This design comes from an exercise in tuning for small area, a short achievable clock period and few clock cycles per item on the open sky130 flow, not from production work.
Power and IR drop assume default switching activity.

==> flow/design.v (excerpt) <==
module mdu_alu #(
    parameter int XLEN    = 32,
    parameter int SHAMT_W = $clog2(XLEN)
) (
    input  logic            clk,
    input  logic            rst,
    input  logic            in_valid,
    output logic            in_ready,
    input  logic [4:0]      in_op,
    input  logic [XLEN-1:0] in_a,
    input  logic [XLEN-1:0] in_b,
    input  logic            kill,
    output logic            out_valid,
    input  logic            out_ready,
    output logic [XLEN-1:0] out_result,
    output logic            out_illegal
);
    localparam logic [1:0] C_ALU = 2'd0;
    localparam logic [1:0] C_MUL = 2'd1;
    localparam logic [1:0] C_DIV = 2'd2;
    localparam logic [1:0] C_ILL = 2'd3;
    function automatic logic [5:0] len32(input logic [31:0] v);
        len32 = '0;
        for (int i = 0; i < 32; i++) if (v[i]) len32 = 6'(i + 1);
    endfunction
    function automatic logic lowones(input logic [31:0] v);
        lowones = 1'b1;
        for (int i = 0; i < 31; i++) if (v[i + 1] && !v[i]) lowones = 1'b0;
    endfunction
    function automatic logic [2:0] nchunk(input logic [32:0] v);
        if (&v[32:7] || ~|v[32:7])        nchunk = 3'd0;
        else if (&v[32:15] || ~|v[32:15]) nchunk = 3'd1;
        else if (&v[32:23] || ~|v[32:23]) nchunk = 3'd2;
        else if (&v[32:31] || ~|v[32:31]) nchunk = 3'd3;
        else                              nchunk = 3'd4;
    endfunction
    function automatic logic [11:0] booth(input logic [32:0] v, input logic [2:0] c);
        logic [40:0] ve;
        logic [8:0]  ch;
        logic [2:0]  g;
        ve = {{7{v[32]}}, v, 1'b0};
        ch = ve[8*c +: 9];
        for (int j = 0; j < 4; j++) begin
            g = ch[2*j +: 3];
            booth[3*j]     = g[0] ^ g[1];
            booth[3*j + 1] = (g == 3'b011) || (g == 3'b100);
            booth[3*j + 2] = g[2] && !(g[1] && g[0]);
        end
    endfunction
    function automatic logic [127:0] csa(input logic [63:0] a, input logic [63:0] b,
                                         input logic [63:0] c);
        csa = {a ^ b ^ c, ((a & b) | (a & c) | (b & c)) << 1};
    endfunction
  ...
For scale: roughly 5800 cells after synthesis, roughly 280 flip-flops, ~40000 um^2 of cells after synthesis.
Settings: LEC_CHECK=0, ABC_AREA=1, CAP_MARGIN=20, CORE_MARGIN=2, CORE_UTILIZATION=40, SETUP_SLACK_MARGIN=5, SLEW_MARGIN=20; clock period 11.0 ns.
standard.sh (not shown) runs the stock make flow with config.mk's settings and CLKGATE_MAP_FILE= SYNTH_SCRIPT=/design/flow/synth_recipe.tcl, a recipe that flattens the netlist after the stock synthesis.
==> flow/flow/run.sh <==
#!/bin/bash
set -euo pipefail
MARGIN=6.0
sed -e "s/SETUP_SLACK_MARGIN=[0-9.]*/SETUP_SLACK_MARGIN=$MARGIN/" \
    -e "s/\"\${@:-finish}\"/MATCH_CELL_FOOTPRINT=0 'BUFFER_PORTS_ARGS=-buffer_cell sky130_fd_sc_hd__buf_4' \"\${@:-finish}\"/" \
    standard.sh > standard_tuned.sh
grep -q "SETUP_SLACK_MARGIN=$MARGIN" standard_tuned.sh
grep -q "MATCH_CELL_FOOTPRINT=0" standard_tuned.sh
bash standard_tuned.sh finish > standard_tuned.log 2>&1
Then changed:
--- a/flow/design.v
+++ b/flow/design.v
@@ -78,13 +78,13 @@
     logic        ov_q;       
     logic        afull_q;    
     logic [31:0] out_q;
     logic        oill_q;
     logic [1:0]  cls_in;
     logic        mul_sa, mul_sb, div_s, nega, negb, swap, inv_in;
-    logic [32:0] ea, x_in, y_in;
+    logic [32:0] ea, eb, x_in, y_in;
     logic [2:0]  na, nb;
     logic [11:0] dig_in;
     logic [31:0] oca, ocb;
     logic [5:0]  la_in, lb_in;
     always_comb begin
         if (in_op[4] == 1'b0)   cls_in = (in_op[3:1] == 3'b111) ? C_ILL : C_ALU;
@@ -93,25 +93,26 @@
         mul_sa = (in_op[1:0] != 2'd3);
         mul_sb = (in_op[1:0] == 2'd0) || (in_op[1:0] == 2'd1);
         div_s  = !in_op[0];
         nega   = (cls_in == C_DIV) && div_s && in_a[31];
         negb   = (cls_in == C_DIV) && div_s && in_b[31];
         ea     = {(cls_in == C_MUL) && mul_sa && in_a[31], nega ? -in_a : in_a};
+        eb     = {(cls_in == C_MUL) && mul_sb && in_b[31], negb ? -in_b : in_b};
         na     = nchunk({mul_sa && in_a[31], in_a});
         nb     = nchunk({mul_sb && in_b[31], in_b});
         swap   = (cls_in == C_MUL) && (nb < na);
         dig_in = swap ? booth({mul_sb && in_b[31], in_b}, nb)
                       : booth({mul_sa && in_a[31], in_a}, na);
         x_in   = ea;
+        y_in   = eb;
         inv_in = (cls_in == C_DIV) ||
                  ((cls_in == C_ALU) && (in_op[3:0] == 4'd1 || in_op[3:0] == 4'd3 ||
                                         in_op[3:0] == 4'd4 || in_op[3:0] == 4'd10 ||
                                         in_op[3:0] == 4'd11 || in_op[3:0] == 4'd12 ||
                                         in_op[3:0] == 4'd13));
-        y_in[31:0] = negb ? (in_b - 32'd1) : (in_b ^ {32{inv_in}});
-        y_in[32]   = ((cls_in == C_MUL) && mul_sb && in_b[31]) ^ inv_in;
+        if (inv_in) y_in = ~y_in;
         oca    = (div_s && in_a[31]) ? ~in_a : in_a;
         ocb    = (div_s && in_b[31]) ? ~in_b : in_b;
         la_in  = len32(oca) + 6'(div_s && in_a[31] && lowones(oca));
         lb_in  = len32(ocb) + 6'(div_s && in_b[31] && lowones(ocb));
     end
     logic [33:0] sum1;
What happened:
- core utilization came out higher by 0.14 points
- power came out higher by 1.2%
- via count came out higher by 1.2%
- design area came out higher by 0.75%
- global-route usage came out higher by 1.1 points
- wire length came out higher by 4.0%
- synthesized area came out higher by 0.76%
- critical path depth came out lower by 5
- clock power barely changes
- worst setup slack improves by 180 ps
- worst hold slack improves by 8.8 ps
- cell count came out lower by 0.42%
No functional check of the RTL was part of any run of this note.

## what the ideal ports hide
Ports are ideal in the flow. The routed layouts listed here were re-timed in OpenROAD. Step 1 sets driving cells, clkbuf_16 on the clock port and buf_2 on the other inputs (assumed; they add their load-dependent delay and slew). Step 2, shift: input delay + t, output delay - t, t = (earliest + latest rising clock arrival at the registers) / 2. This alone moves slack from input paths to output paths. Three values: ideal, step 1, step 2; two values: the first two.
run | t, ns | setup slack, ns | worst slew at a driven data input, ns
the first run | 0.710 | 5.834 / 5.757 / 5.506 | 0.08
the second run | 0.692 | 6.013 / 5.953 / 5.452 | 0.08
After both steps every run listed still meets setup and hold. For the second run, which loses most, drivers alone change the setup slack by -0.060 ns; drivers and shift together by -0.561 ns.
